Source: an optimization exercise on an open RTL-to-GDS flow (aim: small area, a short achievable clock period and few clock cycles per item). Production flows keep margins and buffers that such runs may drop.
Where RTL was checked, it was by simulation tests only, not by an equivalence proof against the original.
Power figures rest on the tool's default switching activity, not on a simulated workload.

rev 12:
==> module least_load_tree, before the edit <==
module least_load_tree (
    input  lb_pkg::region_stats_t region_stats,
    input  lb_pkg::oid_t          req_oid,
    output lb_pkg::region_idx_t   winner
);
    lb_pkg::load_t ld [lb_pkg::N_REGIONS];
    logic          om [lb_pkg::N_REGIONS];
    always_comb begin
        for (int i = 0; i < lb_pkg::N_REGIONS; i++) begin
            ld[i] = region_stats[i*lb_pkg::STAT_BITS +: lb_pkg::LOAD_BITS];
            om[i] = (region_stats[i*lb_pkg::STAT_BITS + lb_pkg::LOAD_BITS +: lb_pkg::OID_BITS]
                     == req_oid);
        end
    end
    function automatic logic beats(input lb_pkg::load_t a, input lb_pkg::load_t b,
                                   input logic m);
        logic lt;
        logic eq;
        lt = 1'b0;
        eq = 1'b1;
        for (int k = lb_pkg::LOAD_BITS - 1; k >= 0; k--) begin
            lt = lt | (eq & ~a[k] & b[k]);
            eq = eq & ~(a[k] ^ b[k]);
        end
        beats = lt | (eq & m);
    endfunction
    logic w01, w23;
    logic f02, f03, f12, f13;
    logic wf;
    assign w01 = beats(ld[0], ld[1], om[0]);
    assign w23 = beats(ld[2], ld[3], om[2]);
    assign f02 = beats(ld[0], ld[2], om[0]);
    assign f03 = beats(ld[0], ld[3], om[0]);
    assign f12 = beats(ld[1], ld[2], om[1]);
    assign f13 = beats(ld[1], ld[3], om[1]);
    always_comb begin
        case ({w01, w23})
            2'b11:   wf = f02;
            2'b10:   wf = f03;
            2'b01:   wf = f12;
            default: wf = f13;
        endcase
    end
    assign winner = wf ? {1'b0, ~w01} : {1'b1, ~w23};
endmodule
export LEC_CHECK = 0
export ABC_CLOCK_PERIOD_IN_PS = 2500
export CAP_MARGIN = 20
export CORE_MARGIN = 2
export CORE_UTILIZATION = 60
export PLACE_DENSITY = 0.7
export SETUP_SLACK_MARGIN = 2.5
export SLEW_MARGIN = 20
create_clock -name core_clock -period 5.0 [get_ports {aclk}]
run.sh (not shown) runs the stock make flow with config.mk's settings and CLKGATE_MAP_FILE= SYNTH_SCRIPT=/design/flow/synth_recipe.tcl, a recipe that flattens the netlist after the stock synthesis.
Here is what was changed in the inputs of rev 13 compared with rev 12.
==> flow/design.v, changed modules only <==
module least_load_tree (
    input  lb_pkg::region_stats_t region_stats,
    input  lb_pkg::oid_t          req_oid,
    output lb_pkg::region_idx_t   winner
);
    lb_pkg::load_t ld [lb_pkg::N_REGIONS];
    logic          om [lb_pkg::N_REGIONS];
    always_comb begin
        for (int i = 0; i < lb_pkg::N_REGIONS; i++) begin
            ld[i] = region_stats[i*lb_pkg::STAT_BITS +: lb_pkg::LOAD_BITS];
            om[i] = (region_stats[i*lb_pkg::STAT_BITS + lb_pkg::LOAD_BITS +: lb_pkg::OID_BITS]
                     == req_oid);
        end
    end
    logic          w01;
    logic          w23;
    lb_pkg::load_t l01;
    lb_pkg::load_t l23;
    logic          m01;
    logic          wf;
    assign w01 = (ld[0] < ld[1]) || ((ld[0] == ld[1]) && om[0]);
    assign w23 = (ld[2] < ld[3]) || ((ld[2] == ld[3]) && om[2]);
    assign l01 = w01 ? ld[0] : ld[1];
    assign l23 = w23 ? ld[2] : ld[3];
    assign m01 = w01 ? om[0] : om[1];
    assign wf  = (l01 < l23) || ((l01 == l23) && m01);
    assign winner = wf ? {1'b0, ~w01} : {1'b1, ~w23};
endmodule
Notes after the runs:
- Relative to rev 12, upper clock frequency limit has gone down in rev 13.
- Compared with rev 12, in rev 13 post-CTS setup-driven buffer insertion count now sits higher, worst-case register-to-register setup slack went up 0.04 ns, combinational power climbed about 9%.
- Internal power, rev 13 vs rev 12: up slightly
- Register cell area after layout of rev 12 is on par with rev 13.
- Compared rev 13 vs rev 12, and met1 usage is up in rev 13.
- Data required time at the worst endpoint: rev 13 vs rev 12 up 0.20 ns
- Diff rev 12..rev 13 | cell area | negligible
- [rev 13] multi-input combinational gate total fell about 0.8% relative to rev 12
- Rev 13 gives less worst setup slack than rev 12 did.
Testbench counts of rev 13, summed over its fixed seeds: cycles 3,216, items 3,200.
No functional check of the RTL was part of rev 12.


The RTL this note starts from:
==> flow/design.v <==
`timescale 1ns/100ps
package lb_pkg;
    localparam int N_REGIONS = 4;
    localparam int REGION_IDX_BITS = 2;
    localparam int N_LAYERS = REGION_IDX_BITS;
    localparam int N_PAIRS = N_REGIONS / 2;
    localparam int LAYER_BITS = (N_LAYERS > 1) ? $clog2(N_LAYERS) : 1;
    localparam logic [LAYER_BITS-1:0] LAST_LAYER = LAYER_BITS'(N_LAYERS - 1);
    localparam int QDEPTH = 16;
    localparam int QPTR_BITS = $clog2(QDEPTH);
    localparam int QCNT_BITS = $clog2(QDEPTH + 1);
    localparam logic [QCNT_BITS-1:0] Q_FULL_CNT = QCNT_BITS'(QDEPTH);
    localparam int LOAD_BITS = 4;
    localparam int OID_BITS = 16;
    localparam int META_BITS = 98;
    localparam int META_OID_LSB = 0;
    typedef logic [META_BITS-1:0] meta_t;
    typedef logic [OID_BITS-1:0] oid_t;
    typedef logic [LOAD_BITS-1:0] load_t;
    typedef logic [REGION_IDX_BITS-1:0] region_idx_t;
    typedef struct packed {
        oid_t  oid;
        load_t load;
    } region_stat_t;
    localparam int STAT_BITS = OID_BITS + LOAD_BITS;
    typedef logic [N_REGIONS*STAT_BITS-1:0] region_stats_t;
endpackage
`timescale 1ns/100ps
module meta_fifo (
    input  logic                aclk,
    input  logic                aresetn,
    input  logic                in_valid,
    output logic                in_ready,
    input  lb_pkg::meta_t       in_meta,
    input  lb_pkg::region_idx_t late_lb,
    output logic                head_valid,
    output lb_pkg::meta_t       head_meta,
    output lb_pkg::region_idx_t head_lb,
    input  logic                pop
);
    localparam int NE = lb_pkg::QDEPTH - 1;
    lb_pkg::meta_t       mem [NE];
    lb_pkg::region_idx_t lbm [NE];
    logic [NE-1:0] wr_en;
    logic [NE-1:0] rd_oh;
    logic [NE-1:0] lb_en;
    logic          pushed;
    logic [3:0]    count;
    logic          full;
    logic push_fire;
    logic pop_fire;
    logic full_nx;
    logic up;
    logic dn;
    logic [3:0] count_inc;
    logic [3:0] count_dec;
    logic       count_14;
    assign in_ready   = !full;
    assign head_valid = (count != 4'd0);
    assign push_fire = in_valid && !full;
    assign pop_fire  = pop && head_valid;
    assign up        = push_fire && !pop_fire;
    assign dn        = pop_fire && !push_fire;
    assign count_inc = count + 4'd1;
    assign count_dec = count - 4'd1;
    assign count_14  = (count == 4'(NE - 1));
    always_comb begin
        if (full) full_nx = !pop_fire;
        else      full_nx = count_14 && up;
    end
    assign lb_en = !pushed ? '0
                 : full    ? {rd_oh[0], rd_oh[NE-1:1]}
                 :           {wr_en[0], wr_en[NE-1:1]};
    always_ff @(posedge aclk) begin
        if (!aresetn) begin
            wr_en <= NE'(1);
            rd_oh <= NE'(1);
            pushed <= 1'b0;
            count  <= '0;
            full  <= 1'b0;
        end else begin
            if (full_nx)                wr_en <= '0;
            else if (full && pop_fire)  wr_en <= rd_oh;
            else if (push_fire)         wr_en <= {wr_en[NE-2:0], wr_en[NE-1]};
            if (pop_fire) rd_oh <= {rd_oh[NE-2:0], rd_oh[NE-1]};
            pushed <= push_fire;
            if (up)      count <= count_inc;
            else if (dn) count <= count_dec;
            full <= full_nx;
        end
    end
    always_ff @(posedge aclk) begin
        for (int i = 0; i < NE; i++) begin
            if (wr_en[i]) mem[i] <= in_meta;
            if (lb_en[i]) lbm[i] <= late_lb;
        end
    end
    always_comb begin
        head_meta = '0;
        head_lb   = '0;
        for (int i = 0; i < NE; i++) begin
            head_meta = head_meta | (in_meta & '0) | ({lb_pkg::META_BITS{rd_oh[i]}} & mem[i]);
        end
        if (|(rd_oh & lb_en)) begin
            head_lb = late_lb;
        end else begin
            for (int i = 0; i < NE; i++) begin
                head_lb = head_lb | ({lb_pkg::REGION_IDX_BITS{rd_oh[i]}} & lbm[i]);
            end
        end
    end
endmodule
`timescale 1ns/100ps
module least_load_tree (
    input  logic                  aclk,
    input  lb_pkg::region_stats_t region_stats,
    input  lb_pkg::oid_t          req_oid,
    output lb_pkg::region_idx_t   winner
);
    lb_pkg::load_t ld [lb_pkg::N_REGIONS];
    logic          om [lb_pkg::N_REGIONS];
    always_comb begin
        for (int i = 0; i < lb_pkg::N_REGIONS; i++) begin
            ld[i] = region_stats[i*lb_pkg::STAT_BITS +: lb_pkg::LOAD_BITS];
            om[i] = (region_stats[i*lb_pkg::STAT_BITS + lb_pkg::LOAD_BITS +: lb_pkg::OID_BITS]
                     == req_oid);
        end
    end
    function automatic logic beats(input lb_pkg::load_t a, input lb_pkg::load_t b,
                                   input logic m);
        logic lt;
        logic eq;
        lt = 1'b0;
        eq = 1'b1;
        for (int k = lb_pkg::LOAD_BITS - 1; k >= 0; k--) begin
            lt = lt | (eq & ~a[k] & b[k]);
            eq = eq & ~(a[k] ^ b[k]);
        end
        beats = lt | (eq & m);
    endfunction
    logic w01_q, w23_q;
    logic f02_q, f03_q, f12_q, f13_q;
    logic wf;
    always_ff @(posedge aclk) begin
        w01_q <= beats(ld[0], ld[1], om[0]);
        w23_q <= beats(ld[2], ld[3], om[2]);
        f02_q <= beats(ld[0], ld[2], om[0]);
        f03_q <= beats(ld[0], ld[3], om[0]);
        f12_q <= beats(ld[1], ld[2], om[1]);
        f13_q <= beats(ld[1], ld[3], om[1]);
    end
    always_comb begin
        case ({w01_q, w23_q})
            2'b11:   wf = f02_q;
            2'b10:   wf = f03_q;
            2'b01:   wf = f12_q;
            default: wf = f13_q;
        endcase
    end
    assign winner = wf ? {1'b0, ~w01_q} : {1'b1, ~w23_q};
endmodule
`timescale 1ns/100ps
module dispatch_ctrl (
    input  logic                aclk,
    input  logic                aresetn,
    input  logic                head_valid,
    input  lb_pkg::meta_t       head_meta,
    input  lb_pkg::region_idx_t head_lb,
    output logic                pop,
    output logic                proxy_valid,
    input  logic                proxy_ready,
    output lb_pkg::meta_t       proxy_meta,
    output lb_pkg::region_idx_t lb_ctrl
);
    assign pop = head_valid && (!proxy_valid || proxy_ready);
    always_ff @(posedge aclk) begin
        if (!aresetn) begin
            proxy_valid <= 1'b0;
        end else if (!proxy_valid || proxy_ready) begin
            proxy_valid <= head_valid;
        end
    end
    always_ff @(posedge aclk) begin
        if (pop) begin
            proxy_meta <= head_meta;
            lb_ctrl    <= head_lb;
        end
    end
endmodule
`timescale 1ns/100ps
module load_balancer (
    input  logic                  aclk,
    input  logic                  aresetn,
    input  logic                  meta_in_valid,
    output logic                  meta_in_ready,
    input  lb_pkg::meta_t         meta_in_data,
    input  lb_pkg::region_stats_t region_stats,
    output logic                  proxy_valid,
    input  logic                  proxy_ready,
    output lb_pkg::meta_t         proxy_meta,
    output lb_pkg::region_idx_t   lb_ctrl
);
    lb_pkg::region_idx_t late_lb;
    logic                head_valid;
    lb_pkg::meta_t       head_meta;
    lb_pkg::region_idx_t head_lb;
    logic                pop;
    least_load_tree least_load_tree_i (
        .aclk         (aclk),
        .region_stats (region_stats),
        .req_oid      (meta_in_data[lb_pkg::META_OID_LSB +: lb_pkg::OID_BITS]),
        .winner       (late_lb)
    );
    meta_fifo meta_fifo_i (
        .aclk       (aclk),
        .aresetn    (aresetn),
        .in_valid   (meta_in_valid),
        .in_ready   (meta_in_ready),
        .in_meta    (meta_in_data),
        .late_lb    (late_lb),
        .head_valid (head_valid),
        .head_meta  (head_meta),
        .head_lb    (head_lb),
        .pop        (pop)
    );
    dispatch_ctrl dispatch_ctrl_i (
        .aclk        (aclk),
        .aresetn     (aresetn),
        .head_valid  (head_valid),
        .head_meta   (head_meta),
        .head_lb     (head_lb),
        .pop         (pop),
        .proxy_valid (proxy_valid),
        .proxy_ready (proxy_ready),
        .proxy_meta  (proxy_meta),
        .lb_ctrl     (lb_ctrl)
    );
endmodule
export LEC_CHECK = 0
export ABC_CLOCK_PERIOD_IN_PS = 2200
export CAP_MARGIN = 20
export CORE_MARGIN = 2
export CORE_UTILIZATION = 50
export CTS_CLUSTER_DIAMETER = 100
export CTS_CLUSTER_SIZE = 30
export PLACE_DENSITY = 0.65
export SETUP_SLACK_MARGIN = 2.8
export SLEW_MARGIN = 20
create_clock -name core_clock -period 5.0 [get_ports {aclk}]
standard.sh (not shown) runs the stock make flow with config.mk's settings and CLKGATE_MAP_FILE= SYNTH_SCRIPT=/design/flow/synth_recipe.tcl, a recipe that flattens the netlist after the stock synthesis.
==> flow/flow/run.sh <==
#!/bin/bash
# the standard layout, with two changes:
# - port buffers are plain buffers rather than the delay cells buffer_ports picks
# - before resizing, each output register is placed next to its port buffer
set -e
here=$(pwd)
export BUFFER_PORTS_ARGS="-buffer_cell sky130_fd_sc_hd__buf_1"
export PRE_RESIZE_TCL="$here/flow/move_out_ffs.tcl"
bash standard.sh > standard.log 2>&1
==> flow/flow/move_out_ffs.tcl <==
# PRE_RESIZE hook: put each flip-flop that drives an output port buffer next
# to that buffer, so the register-to-output paths use short wires; detailed
# placement legalizes the moved cells afterwards
set block [ord::get_db_block]
set core [$block getCoreArea]
set cx0 [$core xMin]; set cy0 [$core yMin]; set cx1 [$core xMax]; set cy1 [$core yMax]
set step 8000
set moved 0
foreach bt [$block getBTerms] {
  if {[$bt getIoType] != "OUTPUT"} { continue }
  set net [$bt getNet]
  if {$net == "NULL"} { continue }
  set buf ""
  foreach it [$net getITerms] { if {[$it isOutputSignal]} { set buf [$it getInst] } }
  if {$buf == ""} { continue }
  set n2 ""
  foreach it [$buf getITerms] { if {[$it isInputSignal]} { set n2 [$it getNet] } }
  if {$n2 == "" || $n2 == "NULL"} { continue }
  set ff ""
  foreach it [$n2 getITerms] { if {[$it isOutputSignal]} { set ff [$it getInst] } }
  if {$ff == ""} { continue }
  if {![[$ff getMaster] isSequential]} { continue }
  # only a flop whose output feeds this buffer alone
  if {[llength [$n2 getITerms]] != 2} { continue }
  lassign [$buf getLocation] bx by
  set bb [$bt getBBox]
  set px [$bb xMin]; set py [$bb yMin]
  # step from the buffer away from the pin, into the core
  set dx 0; set dy 0
  if {$px <= $cx0} { set dx $step } elseif {$px >= $cx1} { set dx -$step } elseif {$py <= $cy0} { set dy $step } else { set dy -$step }
  set x [expr {$bx + $dx}]; set y [expr {$by + $dy}]
  set x [expr {max($cx0, min($x, $cx1 - 20000))}]
  set y [expr {max($cy0, min($y, $cy1 - 3000))}]
  $ff setLocation $x $y
  incr moved
}
puts "move_out_ffs: moved $moved output flip-flops next to their port buffers"
The baseline went through all stages and came out clean.
Testbench counts at the start, summed over its fixed seeds: cycles 3,216, items 3,200.
Next try:
--- a/flow/design.v
+++ b/flow/design.v
@@ -43,50 +43,39 @@
     lb_pkg::region_idx_t lbm [NE];
     logic [NE-1:0] wr_en;
     logic [NE-1:0] rd_oh;
     logic [NE-1:0] lb_en;
-    logic          pushed;
     logic [3:0]    count;
     logic          full;
     logic push_fire;
     logic pop_fire;
     logic full_nx;
-    logic up;
-    logic dn;
-    logic [3:0] count_inc;
-    logic [3:0] count_dec;
-    logic       count_14;
     assign in_ready   = !full;
     assign head_valid = (count != 4'd0);
     assign push_fire = in_valid && !full;
     assign pop_fire  = pop && head_valid;
-    assign up        = push_fire && !pop_fire;
-    assign dn        = pop_fire && !push_fire;
-    assign count_inc = count + 4'd1;
-    assign count_dec = count - 4'd1;
-    assign count_14  = (count == 4'(NE - 1));
     always_comb begin
         if (full) full_nx = !pop_fire;
-        else      full_nx = count_14 && up;
-    end
-    assign lb_en = !pushed ? '0
-                 : full    ? {rd_oh[0], rd_oh[NE-1:1]}
-                 :           {wr_en[0], wr_en[NE-1:1]};
+        else      full_nx = (count == 4'(NE - 1)) && push_fire && !pop_fire;
+    end
     always_ff @(posedge aclk) begin
         if (!aresetn) begin
             wr_en <= NE'(1);
             rd_oh <= NE'(1);
-            pushed <= 1'b0;
-            count  <= '0;
+            lb_en <= '0;
+            count <= '0;
             full  <= 1'b0;
         end else begin
             if (full_nx)                wr_en <= '0;
             else if (full && pop_fire)  wr_en <= rd_oh;
             else if (push_fire)         wr_en <= {wr_en[NE-2:0], wr_en[NE-1]};
             if (pop_fire) rd_oh <= {rd_oh[NE-2:0], rd_oh[NE-1]};
-            pushed <= push_fire;
-            if (up)      count <= count_inc;
-            else if (dn) count <= count_dec;
+            lb_en <= push_fire ? wr_en : '0;
+            case ({push_fire, pop_fire})
+                2'b10:   count <= count + 4'd1;
+                2'b01:   count <= count - 4'd1;
+                default: count <= count;
+            endcase
             full <= full_nx;
         end
     end
     always_ff @(posedge aclk) begin
Total power drops by about 1%.
Synthesized area barely changes.
Non-clock buffer count drops by 10.
Utilization drops by 0.17 points.
Clock power drops by about 2%.
Via count drops by 0.79%.
Testbench counts after the change, summed over its fixed seeds: cycles 3,216, items 3,200.

[re-timing with driven ports]
In the flow no input, the clock included, has a driving cell. The finished layouts below were timed again as built, in two steps. Step 1 sets driving cells, clkbuf_16 on the clock port and buf_2 on the other inputs (assumed; they add their load-dependent delay and slew). Step 2, shift: input delay + t, output delay - t, t = (earliest + latest rising clock arrival at the registers) / 2. This alone moves slack from input paths to output paths. Slacks: ideal / step 1 / step 2; pairs: ideal / step 1.
run | shift t [ns] | setup slack, ns | latest minus earliest clock arrival (ns) | cell pins on the clock port's net
rev 12 | 0.831 | 2.472 / 2.450 / 1.742 | 0.031 / 0.031 | 1
rev 13 | 0.823 | 1.630 / 1.655 / 0.832 | 0.034 / 0.034 | 1
the first run of note 2 | 0.786 | 2.583 / 2.507 / 2.020 | 0.049 / 0.049 | 1
the second run of note 2 | 0.797 | 2.690 / 2.609 / 2.001 | 0.042 / 0.042 | 1
After both steps every run listed still meets setup and hold. The setup slack of rev 13, which loses most, moves by +0.025 ns with the drivers and by -0.798 ns with both steps.
